From an optimization exercise on the open Yosys and OpenROAD flow, aimed at small area, a short achievable clock period and few clock cycles per item; shortcuts taken in it are not production practice.
Only simulation tests tie the RTL to the original design; equivalence was not proved.

File: design.v
package md5_block_engine_pkg;
  typedef enum logic [1:0] {
    ST_IDLE  = 2'd0,
    ST_LOAD  = 2'd1,
    ST_RUN   = 2'd2,
    ST_FINAL = 2'd3
  } md5_state_e;
  localparam logic [31:0] IV_H0 = 32'h67452301;
  localparam logic [31:0] IV_H1 = 32'hefcdab89;
  localparam logic [31:0] IV_H2 = 32'h98badcfe;
  localparam logic [31:0] IV_H3 = 32'h10325476;
endpackage
module md5_block_engine_step (
  input  logic [31:0] a,
  input  logic [31:0] b,
  input  logic [31:0] c,
  input  logic [31:0] d,
  input  logic [31:0] m,
  input  logic [31:0] t,
  input  logic [4:0]  s,
  input  logic [1:0]  round,
  output logic [31:0] b_new
);
  logic [31:0] f;
  logic [31:0] sum;
  logic [31:0] rot;
  always_comb begin
    f = 32'h0;
    case (round)
      2'd0:    f = (b & c) | (~b & d);
      2'd1:    f = (b & d) | (c & ~d);
      2'd2:    f = b ^ c ^ d;
      default: f = c ^ (b | ~d);
    endcase
  end
  assign sum   = a + f + m + t;
  assign rot   = (sum << s) | (sum >> (6'd32 - {1'b0, s}));
  assign b_new = b + rot;
endmodule
import md5_block_engine_pkg::*;
module md5_block_engine #(
  parameter int STEPS_PER_CYCLE = 1,
  parameter bit OUT_REG         = 1'b1
) (
  input  logic         clk_i,
  input  logic         rst_ni,
  input  logic         init_i,
  input  logic         msg_valid_i,
  output logic         msg_ready_o,
  input  logic [31:0]  msg_i,
  output logic         busy_o,
  output logic         hash_valid_o,
  output logic [127:0] hash_o
);
  if (STEPS_PER_CYCLE != 1 && STEPS_PER_CYCLE != 2 && STEPS_PER_CYCLE != 4) begin : g_bad_steps
    $error("md5_block_engine: STEPS_PER_CYCLE must be 1, 2 or 4");
  end
  function logic [31:0] md5_bswap(input logic [31:0] w);
    md5_bswap = {w[7:0], w[15:8], w[23:16], w[31:24]};
  endfunction
  function logic [31:0] md5_t(input logic [5:0] i);
    case (i)
      6'd0: md5_t = 32'hd76aa478;
      6'd1: md5_t = 32'he8c7b756;
      6'd2: md5_t = 32'h242070db;
      6'd3: md5_t = 32'hc1bdceee;
      6'd4: md5_t = 32'hf57c0faf;
      6'd5: md5_t = 32'h4787c62a;
      6'd6: md5_t = 32'ha8304613;
      6'd7: md5_t = 32'hfd469501;
      6'd8: md5_t = 32'h698098d8;
      6'd9: md5_t = 32'h8b44f7af;
      6'd10: md5_t = 32'hffff5bb1;
      6'd11: md5_t = 32'h895cd7be;
      6'd12: md5_t = 32'h6b901122;
      6'd13: md5_t = 32'hfd987193;
      6'd14: md5_t = 32'ha679438e;
      6'd15: md5_t = 32'h49b40821;
      6'd16: md5_t = 32'hf61e2562;
      6'd17: md5_t = 32'hc040b340;
      6'd18: md5_t = 32'h265e5a51;
      6'd19: md5_t = 32'he9b6c7aa;
      6'd20: md5_t = 32'hd62f105d;
      6'd21: md5_t = 32'h02441453;
      6'd22: md5_t = 32'hd8a1e681;
      6'd23: md5_t = 32'he7d3fbc8;
      6'd24: md5_t = 32'h21e1cde6;
      6'd25: md5_t = 32'hc33707d6;
      6'd26: md5_t = 32'hf4d50d87;
      6'd27: md5_t = 32'h455a14ed;
      6'd28: md5_t = 32'ha9e3e905;
      6'd29: md5_t = 32'hfcefa3f8;
      6'd30: md5_t = 32'h676f02d9;
      6'd31: md5_t = 32'h8d2a4c8a;
      6'd32: md5_t = 32'hfffa3942;
      6'd33: md5_t = 32'h8771f681;
      6'd34: md5_t = 32'h6d9d6122;
      6'd35: md5_t = 32'hfde5380c;
      6'd36: md5_t = 32'ha4beea44;
      6'd37: md5_t = 32'h4bdecfa9;
      6'd38: md5_t = 32'hf6bb4b60;
      6'd39: md5_t = 32'hbebfbc70;
      6'd40: md5_t = 32'h289b7ec6;
      6'd41: md5_t = 32'heaa127fa;
      6'd42: md5_t = 32'hd4ef3085;
      6'd43: md5_t = 32'h04881d05;
      6'd44: md5_t = 32'hd9d4d039;
      6'd45: md5_t = 32'he6db99e5;
      6'd46: md5_t = 32'h1fa27cf8;
      6'd47: md5_t = 32'hc4ac5665;
      6'd48: md5_t = 32'hf4292244;
      6'd49: md5_t = 32'h432aff97;
      6'd50: md5_t = 32'hab9423a7;
      6'd51: md5_t = 32'hfc93a039;
      6'd52: md5_t = 32'h655b59c3;
      6'd53: md5_t = 32'h8f0ccc92;
      6'd54: md5_t = 32'hffeff47d;
      6'd55: md5_t = 32'h85845dd1;
      6'd56: md5_t = 32'h6fa87e4f;
      6'd57: md5_t = 32'hfe2ce6e0;
      6'd58: md5_t = 32'ha3014314;
      6'd59: md5_t = 32'h4e0811a1;
      6'd60: md5_t = 32'hf7537e82;
      6'd61: md5_t = 32'hbd3af235;
      6'd62: md5_t = 32'h2ad7d2bb;
      6'd63: md5_t = 32'heb86d391;
      default: md5_t = 32'h0;
    endcase
  endfunction
  function logic [4:0] md5_s(input logic [1:0] rnd, input logic [1:0] col);
    case ({rnd, col})
      4'd0: md5_s = 5'd7;
      4'd1: md5_s = 5'd12;
      4'd2: md5_s = 5'd17;
      4'd3: md5_s = 5'd22;
      4'd4: md5_s = 5'd5;
      4'd5: md5_s = 5'd9;
      4'd6: md5_s = 5'd14;
      4'd7: md5_s = 5'd20;
      4'd8: md5_s = 5'd4;
      4'd9: md5_s = 5'd11;
      4'd10: md5_s = 5'd16;
      4'd11: md5_s = 5'd23;
      4'd12: md5_s = 5'd6;
      4'd13: md5_s = 5'd10;
      4'd14: md5_s = 5'd15;
      4'd15: md5_s = 5'd21;
      default: md5_s = 5'd0;
    endcase
  endfunction
  function logic [3:0] md5_g(input logic [5:0] i);
    case (i[5:4])
      2'd0:    md5_g = i[3:0];
      2'd1:    md5_g = i[3:0] * 4'd5 + 4'd1;
      2'd2:    md5_g = i[3:0] * 4'd3 + 4'd5;
      default: md5_g = i[3:0] * 4'd7;
    endcase
  endfunction
  function logic [127:0] md5_digest(input logic [31:0] h0, input logic [31:0] h1,
                                              input logic [31:0] h2, input logic [31:0] h3);
    md5_digest = {h0[7:0], h0[15:8], h0[23:16], h0[31:24],
                  h1[7:0], h1[15:8], h1[23:16], h1[31:24],
                  h2[7:0], h2[15:8], h2[23:16], h2[31:24],
                  h3[7:0], h3[15:8], h3[23:16], h3[31:24]};
  endfunction
  localparam logic [5:0] STEP_INC  = 6'(STEPS_PER_CYCLE);
  localparam logic [5:0] LAST_STEP = 6'(64 - STEPS_PER_CYCLE);
  logic [1:0] rst_sync_q;
  logic       rst_n;
  always_ff @(posedge clk_i or negedge rst_ni) begin
    if (!rst_ni) rst_sync_q <= 2'b00;
    else         rst_sync_q <= {rst_sync_q[0], 1'b1};
  end
  assign rst_n = rst_sync_q[1];
  logic [1:0]  state_q, state_d;
  logic [3:0]  count_q;
  logic [5:0]  step_q;
  logic [31:0] a_q, b_q, c_q, d_q;
  logic [31:0] h0_q, h1_q, h2_q, h3_q;
  logic [31:0] msg_buf [16];
  logic        hash_valid_q;
  logic        xfer;
  logic [31:0] a_nx, b_nx, c_nx, d_nx;
  logic [31:0] sum0, sum1, sum2, sum3;
  always_comb begin
    state_d     = state_q;
    msg_ready_o = 1'b0;
    busy_o      = 1'b0;
    unique case (state_q)
      ST_IDLE: begin
        msg_ready_o = rst_n;
        if (msg_valid_i) state_d = ST_LOAD;
      end
      ST_LOAD: begin
        msg_ready_o = 1'b1;
        if (msg_valid_i && count_q == 4'd15) state_d = ST_RUN;
      end
      ST_RUN: begin
        busy_o = 1'b1;
        if (step_q == LAST_STEP) state_d = ST_FINAL;
      end
      ST_FINAL: begin
        busy_o  = 1'b1;
        state_d = ST_IDLE;
      end
      default: state_d = ST_IDLE;
    endcase
  end
  assign xfer = msg_valid_i & msg_ready_o;
  always_ff @(posedge clk_i) begin
    if (xfer) msg_buf[count_q] <= md5_bswap(msg_i);
  end
  logic [STEPS_PER_CYCLE:0][31:0] a_ch;
  logic [STEPS_PER_CYCLE:0][31:0] b_ch;
  logic [STEPS_PER_CYCLE:0][31:0] c_ch;
  logic [STEPS_PER_CYCLE:0][31:0] d_ch;
  assign a_ch[0] = a_q;
  assign b_ch[0] = b_q;
  assign c_ch[0] = c_q;
  assign d_ch[0] = d_q;
  for (genvar k = 0; k < STEPS_PER_CYCLE; k++) begin : g_step
    logic [5:0]  idx;
    logic [3:0]  g_idx;
    logic [31:0] m_w, t_w, b_new;
    logic [4:0]  s_w;
    assign idx   = step_q + 6'(k);
    assign g_idx = md5_g(idx);
    assign m_w   = msg_buf[g_idx];
    assign t_w   = md5_t(idx);
    assign s_w   = md5_s(idx[5:4], idx[1:0]);
    md5_block_engine_step u_step (
      .a     (a_ch[k]),
      .b     (b_ch[k]),
      .c     (c_ch[k]),
      .d     (d_ch[k]),
      .m     (m_w),
      .t     (t_w),
      .s     (s_w),
      .round (idx[5:4]),
      .b_new (b_new)
    );
    assign a_ch[k+1] = d_ch[k];
    assign b_ch[k+1] = b_new;
    assign c_ch[k+1] = b_ch[k];
    assign d_ch[k+1] = c_ch[k];
  end
  assign a_nx = a_ch[STEPS_PER_CYCLE];
  assign b_nx = b_ch[STEPS_PER_CYCLE];
  assign c_nx = c_ch[STEPS_PER_CYCLE];
  assign d_nx = d_ch[STEPS_PER_CYCLE];
  assign sum0 = h0_q + a_q;
  assign sum1 = h1_q + b_q;
  assign sum2 = h2_q + c_q;
  assign sum3 = h3_q + d_q;
  always_ff @(posedge clk_i or negedge rst_n) begin
    if (!rst_n) begin
      state_q      <= ST_IDLE;
      count_q      <= 4'd0;
      step_q       <= 6'd0;
      {a_q, b_q, c_q, d_q} <= 128'h0;
      h0_q         <= IV_H0;
      h1_q         <= IV_H1;
      h2_q         <= IV_H2;
      h3_q         <= IV_H3;
      hash_valid_q <= 1'b0;
    end else begin
      state_q      <= state_d;
      hash_valid_q <= (state_q == ST_FINAL);
      if (xfer) count_q <= count_q + 4'd1;
      if (state_q == ST_IDLE && init_i) begin
        h0_q <= IV_H0;
        h1_q <= IV_H1;
        h2_q <= IV_H2;
        h3_q <= IV_H3;
      end
      if (state_q == ST_LOAD && xfer && count_q == 4'd15) begin
        {a_q, b_q, c_q, d_q} <= {h0_q, h1_q, h2_q, h3_q};
        step_q <= 6'd0;
      end
      if (state_q == ST_RUN) begin
        {a_q, b_q, c_q, d_q} <= {a_nx, b_nx, c_nx, d_nx};
        step_q <= step_q + STEP_INC;
      end
      if (state_q == ST_FINAL) begin
        {h0_q, h1_q, h2_q, h3_q} <= {sum0, sum1, sum2, sum3};
        count_q <= 4'd0;
      end
    end
  end
  assign hash_valid_o = hash_valid_q;
  if (OUT_REG) begin : g_out_reg
    logic [127:0] hash_q;
    always_ff @(posedge clk_i or negedge rst_n) begin
      if (!rst_n)                     hash_q <= md5_digest(IV_H0, IV_H1, IV_H2, IV_H3);
      else if (state_q == ST_FINAL)   hash_q <= md5_digest(sum0, sum1, sum2, sum3);
    end
    assign hash_o = hash_q;
  end else begin : g_out_comb
    assign hash_o = md5_digest(h0_q, h1_q, h2_q, h3_q);
  end
endmodule
File: constraint.sdc
create_clock -name core_clock -period 10.0 [get_ports {clk_i}]
set_input_delay 2.0000 -clock core_clock [delete_from_list [all_inputs] [get_ports {clk_i}]]
set_output_delay 2.0000 -clock core_clock [all_outputs]
set_load 0.01 [all_outputs]
File: run.sh
#!/bin/bash
# synth_recipe.tcl (not shown) runs the flow's synth.tcl, then flattens the netlist and writes it again
# the make line also repeats each setting of config.mk as NAME=value (left out here)
make -C /OpenROAD-flow-scripts/flow DESIGN_CONFIG=/design/flow/config.mk WORK_HOME=/design/flow/orfs CLKGATE_MAP_FILE= SYNTH_SCRIPT=/design/flow/synth_recipe.tcl finish
File: config.mk
export PLATFORM = sky130hd
export DESIGN_NAME = md5_block_engine
export DESIGN_NICKNAME = md5_block_engine
export VERILOG_FILES = /design/flow/design.v
export SDC_FILE = /design/flow/constraint.sdc
export NUM_CORES = 4
export LEC_CHECK = 0
export CAP_MARGIN = 20
export CORE_MARGIN = 2
export CORE_UTILIZATION = 40
export SLEW_MARGIN = 20
==> notes.md <==
## stage by stage
step	area [um2]	std cells	setup TNS (ns)
5_1_grt	64400	7492	-0.01502
2_1_floorplan	55070	5272	0
4_1_cts	64170	7483	0
6_report	64410	7495	0
3_3_place_gp	60740	7297	0
3_5_place_dp	60750	7297	0
## cell usage after synthesis (all sizes together), types with 19 or more instances
cell / n / area [um2]
o21a: 51 / 382.9
ha: 226 / 2828
inv: 246 / 923.4
mux2i: 196 / 1962
o22a: 40 / 350.3
nand2: 768 / 2885
nor2b: 78 / 488.0
buf: 95 / 415.4
nor3: 67 / 335.3
a21o: 86 / 645.6
a31oi: 65 / 406.6
mux4: 140 / 3153
o221ai: 20 / 175.2
nand3: 79 / 395.4
a211oi: 50 / 380.4
o311ai: 19 / 166.4
o211ai: 40 / 300.3
a21oi: 399 / 2001
clkbuf: 194 / 728.2
xnor2: 139 / 1217
and3: 30 / 187.7
dfstp: 128 / 3363
fa: 69 / 1381
nand4: 26 / 162.7
o21bai: 25 / 187.7
mux2: 68 / 765.7
nand2b: 40 / 250.2
xor2: 60 / 525.5
edfxtp: 512 / 15370
and2: 41 / 259.0
o21ai: 462 / 2316
o31ai: 20 / 150.1
nor2: 256 / 963.4
dfrtp: 271 / 6782
## worst reg2reg max path, delay by kind of cell, from the launching register on
family | cells | cell delay (ns)
fa+ha+maj | 5 | 1.79
compound gates | 19 | 4.00
xor+xnor | 2 | 0.53
buf+inv | 7 | 1.01
mux | 1 | 0.53
flops | 1 | 0.42
simple gates | 7 | 1.18
## kinds of logic after synthesis
family / count (synthesis)
AOI/OAI and AO/OA: 1463
and+or+nand+nor: 1458
DFF: 911
buffers and inverters: 538
muxes: 404
adders and majority gates: 295
xor gates and xnor gates: 202
other: 1
## timing repair
| item | CTS | global route |
|---|---|---|
| hold buffers | 0 | 0 |
| gates resized for setup | 0 | 26 |
| endpoints found under the setup margin | 0 | 7 |
| setup buffers | 0 | 3 |
## final timing paths
check	to	depth (start not counted)	from	slack, ns
hold reg to reg	g_out_reg.hash_q[42]	0	rst_sync_q[1]	0.30
min in group core_clock	rst_sync_q[1]	0	rst_sync_q[0]	0.35
hold / removal	g_out_reg.hash_q[42]	0	rst_sync_q[1]	0.30
setup / recovery	b_q[27]	41	step_q[0]	0.42
setup reg to reg	b_q[27]	41	step_q[0]	0.42
max in group asynchronous	b_q[20]	3	rst_sync_q[1]	7.33
## per-layer routing
metal  global-route usage (%)  routed length [um]
met2                    39.72               83180
met1                    38.43               85150
met5                    1.063                 207
met4                    10.53                7345
met3                    4.875               14970
## area by class of cell
class	count	area (um2)	area share, %
Multi-Input combinational cell	3825	27700	43.01
Antenna cell	4	10.01	0.01554
Tap cell	1794	2245	3.485
Clock buffer	129	2731	4.241
Timing Repair Buffer	526	4552	7.067
Clock inverter	57	690.7	1.072
Sequential cell	911	25540	39.65
Inverter	249	939.7	1.459
==> notes.md <==
- Worst-path fanout max: 16
- Final-report hold violation count: 0
- Status: timing/DRC/antenna clean
- Syn_nets: 5603
- Via Count: 43997
- Synth Area in Compound Gates: 16.52%
- Ys Warns: 2
- Top reg by flops: msg_buf
- Root Buffer: clkbuf_16
- Filler cells: 12592
- Synth Cell Area: 55050 um2
- Ys async rst share: 43.80%
- First-pass GRT wire length: 281800 um
- Die ar.: 140600 um2
- Total of max-cap violations: 0
- Clock Skew: 0.05777 ns
- DRT iter0 DRCs: 4601
- Core footprint: 137000 um2
- Fmax: 104.4 MHz
- CP Launch Type: flop
- Yosys cell types: 97
- Layout cells sized above 1: 16.48%
- Wire length per cell: 25.46 um
- Clock sinks: 911
- Final period util: 95.80%
- Top delay family on crit path: compound AO/OA/AOI/OAI gates
- Crit path time final: 9.580 ns
- Final nets: 5944
- CP arrival: 10.21 ns
- Adder-cell area share of the yosys netlist: 7.646%
- GRT overflow: 0
- Drt pass-1 iters: 6
- Pre-CTS WS: 0.2154 ns
- Synth Area in Simple Gates: 11.71%
- CTS buffer count: 100
- DRC: 0
- Initial Util: 40.19%
- Slowest CP cell: fa_1
- Post-Synth XOR/XNOR Area: 3.291%
- Io pins: 167
- WHS: 0.3024 ns
- Seq/Total Area, Yosys: 46.36%
- Fin. max-slew vios: 0
- H-Tree Depth: 3
- Die width: 375.0 um
- Worst setup margin: 0.4203 ns
- Largest family of logic cells by synthesized area: compound AO/OA/AOI/OAI gates
- Tot GR Track Use: 26.71%
- Most frequent cells in the layout: nand2_1, edfxtp_1, o21ai_0
- Routed WL: 190800 um
- CTS tree: done
- Post-DR vias/cell: 5.870
- Buf+Inv Stages, Crit Path: 7
- Worst slew pin tran: 1.010 ns
- Cells after Synth: 5272
- Post-synth EDFFs: 512
- Initial antenna violation count: 5
- Vias in the first global route: 42436
- Area grow syn2layout: 17.00%
- IO buf count: 166
- Chip Height: 375.0 um
- Crit path required time: 10.63 ns
- Final GP Congestion: 1.033
- Max FFs per register: 512
- CP Class: reg -> reg
- Largest net degree at the start of global routing: 164
- ANT nets after route: 0
- Largest registers: msg_buf (512), g_out_reg.hash_q (128)
- Synth Flop Type: edfxtp_1
- Synth Register Bits: 911
- Commonest non-fill, non-tap cell in the layout: nand2_1
- Mean Syn Cell Area: 10.44 um2
- Mux contribution to synthesized area: 10.68%
- Final Util: 47.02%
- Clock-pin slew on the worst setup and hold paths: 0.07 ns
- Crit-path max cell delay: 0.55 ns
- Slew HR: 32.63%
- Clock Tree Buf Depth: 3
- Worst setup EP type: flop
- Type of the worst min-delay path: reg -> async
- Clk Latency, worst-skew pair: 0.76 ns
- Setup-failing EPs final: 0
- Detailed Place HPWL: 136600 um
- Rows: 136
Testbench counts, summed over its fixed seeds: cycles 41,496, blocks 512.

-- port drivers added, routing unchanged --
In the flow no input, the clock included, has a driving cell. The finished layout below was timed again as built, in two steps.
Step 1, drivers: a clkbuf_16 drives clk_i and a buf_2 each remaining input, both assumed.
Step 2, shift: input delay + t, output delay - t, t = (earliest + latest rising clock arrival at the registers) / 2. This alone moves slack from input paths to output paths.
a / b / c = ideal ports / drivers / drivers and shift; a / b = the first two.
t (ns): 0.809
setup slack, ns: 0.420 / 0.420 / 0.420
worst setup path after step 2: register to register
latest minus earliest clock arrival (ns): 0.058 / 0.058
worst register clock-pin slew, ns: 0.07 / 0.07
After both steps setup and hold are still met in this run. For this run, drivers alone change the setup slack by 0.000 ns; drivers and shift together by 0.000 ns.
